From an optimization exercise on the open Yosys and OpenROAD flow, aimed at a short achievable clock period and few clock cycles; shortcuts taken in it are not production practice. RTL that was checked went through simulation tests only; none was proved equivalent to the original.

## run Z
// axi_qspi_controller
module axi_qspi_controller
(
  input  logic       s_axi_aclk,
  input  logic       s_axi_aresetn,
  input  logic       s_axi_awvalid_i,
  input  axi_lite_pkg::addr_t      s_axi_awaddr_i,
  output logic       s_axi_awready_o,
  input  logic       s_axi_wvalid_i,
  input  axi_lite_pkg::data_t      s_axi_wdata_i,
  input  axi_lite_pkg::strb_t      s_axi_wstrb_i,
  output logic       s_axi_wready_o,
  output logic       s_axi_bvalid_o,
  output axi_lite_pkg::resp_t      s_axi_bresp_o,
  input  logic       s_axi_bready_i,
  input  logic       s_axi_arvalid_i,
  input  axi_lite_pkg::addr_t      s_axi_araddr_i,
  output logic       s_axi_arready_o,
  output logic       s_axi_rvalid_o,
  output axi_lite_pkg::data_t      s_axi_rdata_o,
  output axi_lite_pkg::resp_t      s_axi_rresp_o,
  input  logic       s_axi_rready_i,
  output logic       spi_clk_o,
  output logic [1:0] spi_csn_o,
  output logic       spi_sdo_o,
  input  logic       spi_sdi_i
);
  localparam logic [2:0] SEG_HDR = 3'd0;   
  localparam logic [2:0] SEG_DUM = 3'd1;   
  localparam logic [2:0] SEG_DAT = 3'd2;   
  localparam logic [2:0] SEG_XD  = 3'd3;   
  localparam logic [2:0] SEG_END = 3'd4;   
  logic [7:0]  clkdiv;
  logic        cpol;
  logic [7:0]  cmd;
  logic [23:0] addr;
  logic [5:0]  len;
  logic        aen;
  logic [3:0]  dummy;
  logic        wcmd;
  logic [31:0] txdata;
  logic        cs_def;
  logic [31:0] cs_a0, cs_m0, cs_a1, cs_m1;
  logic        cmd_pend;       
  logic        fr_open;        
  logic        fr_xip;         
  logic        st_cs;          
  logic [2:0]  seg;
  logic [5:0]  bl;             
  logic        last;           
  logic        ph;             
  logic [7:0]  wcnt;           
  logic        allow;          
  logic [31:0] tx;
  logic [31:0] rx;
  logic [23:0] sh_a;           
  logic        want;           
  logic        rd_out;         
  logic [23:0] ar_q;
  logic [7:0]  g0_q;           
  logic [7:0]  g1_q;           
  logic [5:0]  ge_q;           
  logic        win_q;          
  logic        ok_q;           
  logic        dec;            
  logic        cs_q;           
  logic        hs_q;           
  logic        pend_new;       
  logic        rv_go;          
  logic [31:0] rd_h;           
  ...
make LEC_CHECK=0 CAP_MARGIN=20 CORE_MARGIN=2 CORE_UTILIZATION=40 SETUP_SLACK_MARGIN=2.85 SLEW_MARGIN=20 finish   # period 5.0 ns
run.sh (not shown) runs the stock make flow with config.mk's settings and CLKGATE_MAP_FILE= SYNTH_SCRIPT=/design/flow/synth_recipe.tcl, a recipe that flattens the netlist after the stock synthesis.
### run Z -> run Y
--- a/flow/design.v
+++ b/flow/design.v
@@ -138,36 +138,38 @@
   logic [7:0]  ge_w;
   assign ge_w = grp_eq({8'h0, s_axi_araddr_i[23:0]}, 32'h00FF_FFFF, {8'h0, sh_a});
   logic        d_cs;
   logic        d_on;
   logic        d_hit;
   logic        d_miss;
   logic [31:0] d_val;
   assign d_cs   = (&g0_q) ? 1'b0 : (&g1_q) ? 1'b1 : cs_def;
   assign d_on   = fr_open & fr_xip & (st_cs == d_cs) & (&ge_q);
   assign d_hit  = dec & win_q & d_on;
   assign d_miss = dec & win_q & ~d_on;
-  logic [11:0] rsel_q;
   always_comb begin
-    d_val = ({32{rsel_q[0]}}  & {23'h0, cpol, clkdiv}) |
-            ({32{rsel_q[1]}}  & {24'h0, cmd}) |
-            ({32{rsel_q[2]}}  & {8'h0, addr}) |
-            ({32{rsel_q[3]}}  & {15'h0, wcmd, dummy, 3'h0, aen, 2'h0, len}) |
-            ({32{rsel_q[4]}}  & txdata) |
-            ({32{rsel_q[5]}}  & rx) |
-            ({32{rsel_q[6]}}  & {31'h0, busy}) |
-            ({32{rsel_q[7]}}  & {31'h0, cs_def}) |
-            ({32{rsel_q[8]}}  & cs_a0) |
-            ({32{rsel_q[9]}}  & cs_m0) |
-            ({32{rsel_q[10]}} & cs_a1) |
-            ({32{rsel_q[11]}} & cs_m1);
+    case (ar_q[5:2])
+      4'd0:    d_val = {23'h0, cpol, clkdiv};
+      4'd1:    d_val = {24'h0, cmd};
+      4'd2:    d_val = {8'h0, addr};
+      4'd3:    d_val = {15'h0, wcmd, dummy, 3'h0, aen, 2'h0, len};
+      4'd4:    d_val = txdata;
+      4'd5:    d_val = rx;
+      4'd6:    d_val = {31'h0, busy};
+      4'd7:    d_val = {31'h0, cs_def};
+      4'd8:    d_val = cs_a0;
+      4'd9:    d_val = cs_m0;
+      4'd10:   d_val = cs_a1;
+      4'd11:   d_val = cs_m1;
+      default: d_val = '0;
+    endcase
   end
   logic close_st;
   logic close_now;
   logic xd_last;
   logic xhold;
   logic step;
   logic lead_clk;
   logic trail;
   logic deliver;
   logic rx_en;
   logic [31:0] word;
@@ -183,25 +185,22 @@
   assign rx_en     = ph & allow & ((seg == SEG_XD && !last) || (seg == SEG_DAT && !wcmd));
   assign wr_go = s_axi_awvalid_i & s_axi_wvalid_i & ~wr_busy & ~fr_open & ~cmd_pend & ~pend_new;
   always_ff @(posedge s_axi_aclk) begin
     if (!rd_out) begin
       ar_q <= s_axi_araddr_i[23:0];
       g0_q <= grp_eq(s_axi_araddr_i, cs_m0, cs_a0);
       g1_q <= grp_eq(s_axi_araddr_i, cs_m1, cs_a1);
       ge_q <= ge_w[5:0];
     end
     if (dec) begin
       cs_q <= d_cs;
-      for (int i = 0; i < 12; i++) begin
-        rsel_q[i] <= ok_q && (ar_q[5:2] == 4'(i));
-      end
     end
     if (!wr_busy) begin
       for (int i = 0; i < 12; i++) begin
         wq_sel[i] <= (s_axi_awaddr_i[11:2] == 10'(i));
       end
       wq_ok <= mapped(s_axi_awaddr_i);
       wq_d  <= s_axi_wdata_i;
       wq_s  <= s_axi_wstrb_i;
     end
     if (!fr_open) begin
       if (cmd_pend) begin
@@ -215,26 +214,26 @@
         spi_sdo_o <= tx[31];
         tx        <= {tx[30:0], 1'b0};
       end
       if (ph && allow && last && seg[2:1] == 2'b00) begin
         tx <= txdata;
       end
       if (deliver) begin
         sh_a <= sh_a + 24'd4;
       end
     end
     if (rv_go || deliver) begin
-      rd_h <= rv_go ? d_val : bswap(word);
+      rd_h <= rv_go ? (ok_q ? d_val : 32'h0) : bswap(word);
     end
     if (rv_go) begin
-      s_axi_rdata_o <= d_val;
+      s_axi_rdata_o <= ok_q ? d_val : 32'h0;
     end else if (deliver) begin
       s_axi_rdata_o <= bswap(word);
     end else begin
       s_axi_rdata_o <= rd_h;
     end
   end
   always_ff @(posedge s_axi_aclk or negedge s_axi_aresetn) begin
     if (!s_axi_aresetn) begin
       clkdiv   <= 8'd4;
       cpol     <= 1'b0;
       cmd      <= '0;
@@ -323,29 +322,26 @@
         end
       end
       dec   <= s_axi_arvalid_i & ~rd_out;
       hs_q  <= d_hit;
       rv_go <= dec & ~win_q;
       if (!rd_out) begin
         win_q <= (s_axi_araddr_i[31:12] != 20'h0);
         ok_q  <= mapped(s_axi_araddr_i);
       end
       if (s_axi_arvalid_i && !rd_out) begin
         rd_out <= 1'b1;
+        ar_n   <= 1'b1;
       end else if (s_axi_rvalid_o && s_axi_rready_i) begin
         rd_out <= 1'b0;
-      end
-      if (s_axi_arvalid_i && !ar_n) begin
-        ar_n <= 1'b1;
-      end else if (s_axi_rvalid_o && s_axi_rready_i) begin
-        ar_n <= 1'b0;
+        ar_n   <= 1'b0;
       end
       if (s_axi_rvalid_o && s_axi_rready_i) begin
         s_axi_rvalid_o <= 1'b0;
       end
       if (rv_go) begin
         s_axi_rvalid_o <= 1'b1;
         s_axi_rresp_o  <= ok_q ? axi_lite_pkg::RESP_OKAY : axi_lite_pkg::RESP_SLVERR;
       end
       if (deliver) begin
         s_axi_rvalid_o <= 1'b1;
         s_axi_rresp_o  <= axi_lite_pkg::RESP_OKAY;
- Run Y ran to completion and came out clean on the timing, design-rule and antenna checks.
- When the final numbers for run Z and run Y were put side by side, the sequential cell count turned out to be greater in run Z.
- Post-route cell area, run Y vs run Z: up by a few percent
- Global-route wire length before repair on run Y is behind run Z.
- Compared with run Z, in run Y total setup buffers inserted after CTS picked up an extra 7.7%; routability congestion estimate picked up an extra 2.9%; area occupied by multi-input gates picked up an extra 3.7%; portion of the clock cycle consumed by the worst path in the final layout picked up an extra 2.3 points; number of vias in the routed layout picked up an extra 359.
Function was not checked in any run of this note: the RTL went through the layout flow alone.

---

axi_qspi_controller, a different RTL version from the one above (not shown whole).
Size in the first run: roughly 2,000 cells after synthesis, about 550 flip-flops, ~150 I/O pins, about 25,000 sq um of cells after synthesis.
clock: 5.0 ns
lec_check: 0
cap_margin: 20
core_margin: 2
core_utilization: 40
cts_cluster_diameter: 60
cts_cluster_size: 24
setup_slack_margin: 2.9
slew_margin: 20
Testbench counts at the start, summed over its fixed seeds: cycles 141,600.
Change:
--- a/flow/design.v
+++ b/flow/design.v
@@ -336,22 +336,23 @@
       if (rv_int && s_axi_rready_i) begin
         rv_int <= 1'b0;
       end
       if (rv_go2 || deliver) begin
         s_axi_rvalid_o <= 1'b1;
         rv_int         <= 1'b1;
       end
       if (d_miss) begin
         pend_new <= 1'b1;
       end
       if (!fr_open) begin
+        spi_clk_o <= cpol;
         ph        <= 1'b0;
         wcnt      <= clkdiv;
         allow     <= (clkdiv == 8'd0);
         if (cmd_pend) begin
           cmd_pend  <= 1'b0;
           fr_open   <= 1'b1;
           fr_xip    <= 1'b0;
           cs_sel    <= cs_def ? 2'b10 : 2'b01;
           seg       <= SEG_HDR;
           bl        <= aen ? 6'd32 : 6'd8;
           last      <= 1'b0;
@@ -366,23 +367,27 @@
           bl        <= 6'd32;
           last      <= 1'b0;
           want      <= 1'b1;
         end
       end else begin
         if (close_now) begin
           fr_open   <= 1'b0;
           fr_xip    <= 1'b0;
           cs_sel    <= 2'b00;
           want      <= 1'b0;
         end
+        if (step) begin
+          spi_sdo_o <= tx[31];
+        end
         if (lead_clk || trail) begin
+          spi_clk_o <= ~spi_clk_o;
           ph        <= ~ph;
         end
         if (step || trail) begin
           wcnt  <= clkdiv;
           allow <= (clkdiv == 8'd0);
         end else begin
           if (wcnt != 8'd0) wcnt <= wcnt - 8'd1;
           allow <= (wcnt <= 8'd1);
         end
         if (rx_en) begin
           rx <= word;
After rerunning: The changed run ended with an error in synthesis (1_2_yosys).
For the second run of this note, only the layout was checked, not whether the RTL still works.

==> separate check: timing with driven ports <==
In the flow no input, the clock included, has a driving cell. The finished layouts below were timed again as built, in two steps. Step 1 assumes that a clkbuf_16 drives the clock port and a buf_2 every other input. Step 2 times the ports against the registers' clock, not the clock port: input delays grow and output delays shrink by t, the midpoint of the rising clock arrivals with the driver on. a / b / c = ideal ports / drivers / drivers and shift; a / b = the first two.
run | shift t [ns] | setup WS [ns] | worst setup path after step 2 | worst slew at a driven data input, ns
run Z | 0.675 | 2.733 / 2.673 / 2.232 | input to register | 0.06
run Y | 0.684 | 2.620 / 2.559 / 2.201 | input to register | 0.05
the first run of note 2 | 0.662 | 2.830 / 2.770 / 2.272 | input to register | 0.13
After both steps every run listed still meets setup and hold. For the first run of note 2, which loses most, drivers alone change the setup slack by -0.060 ns; drivers and shift together by -0.558 ns.
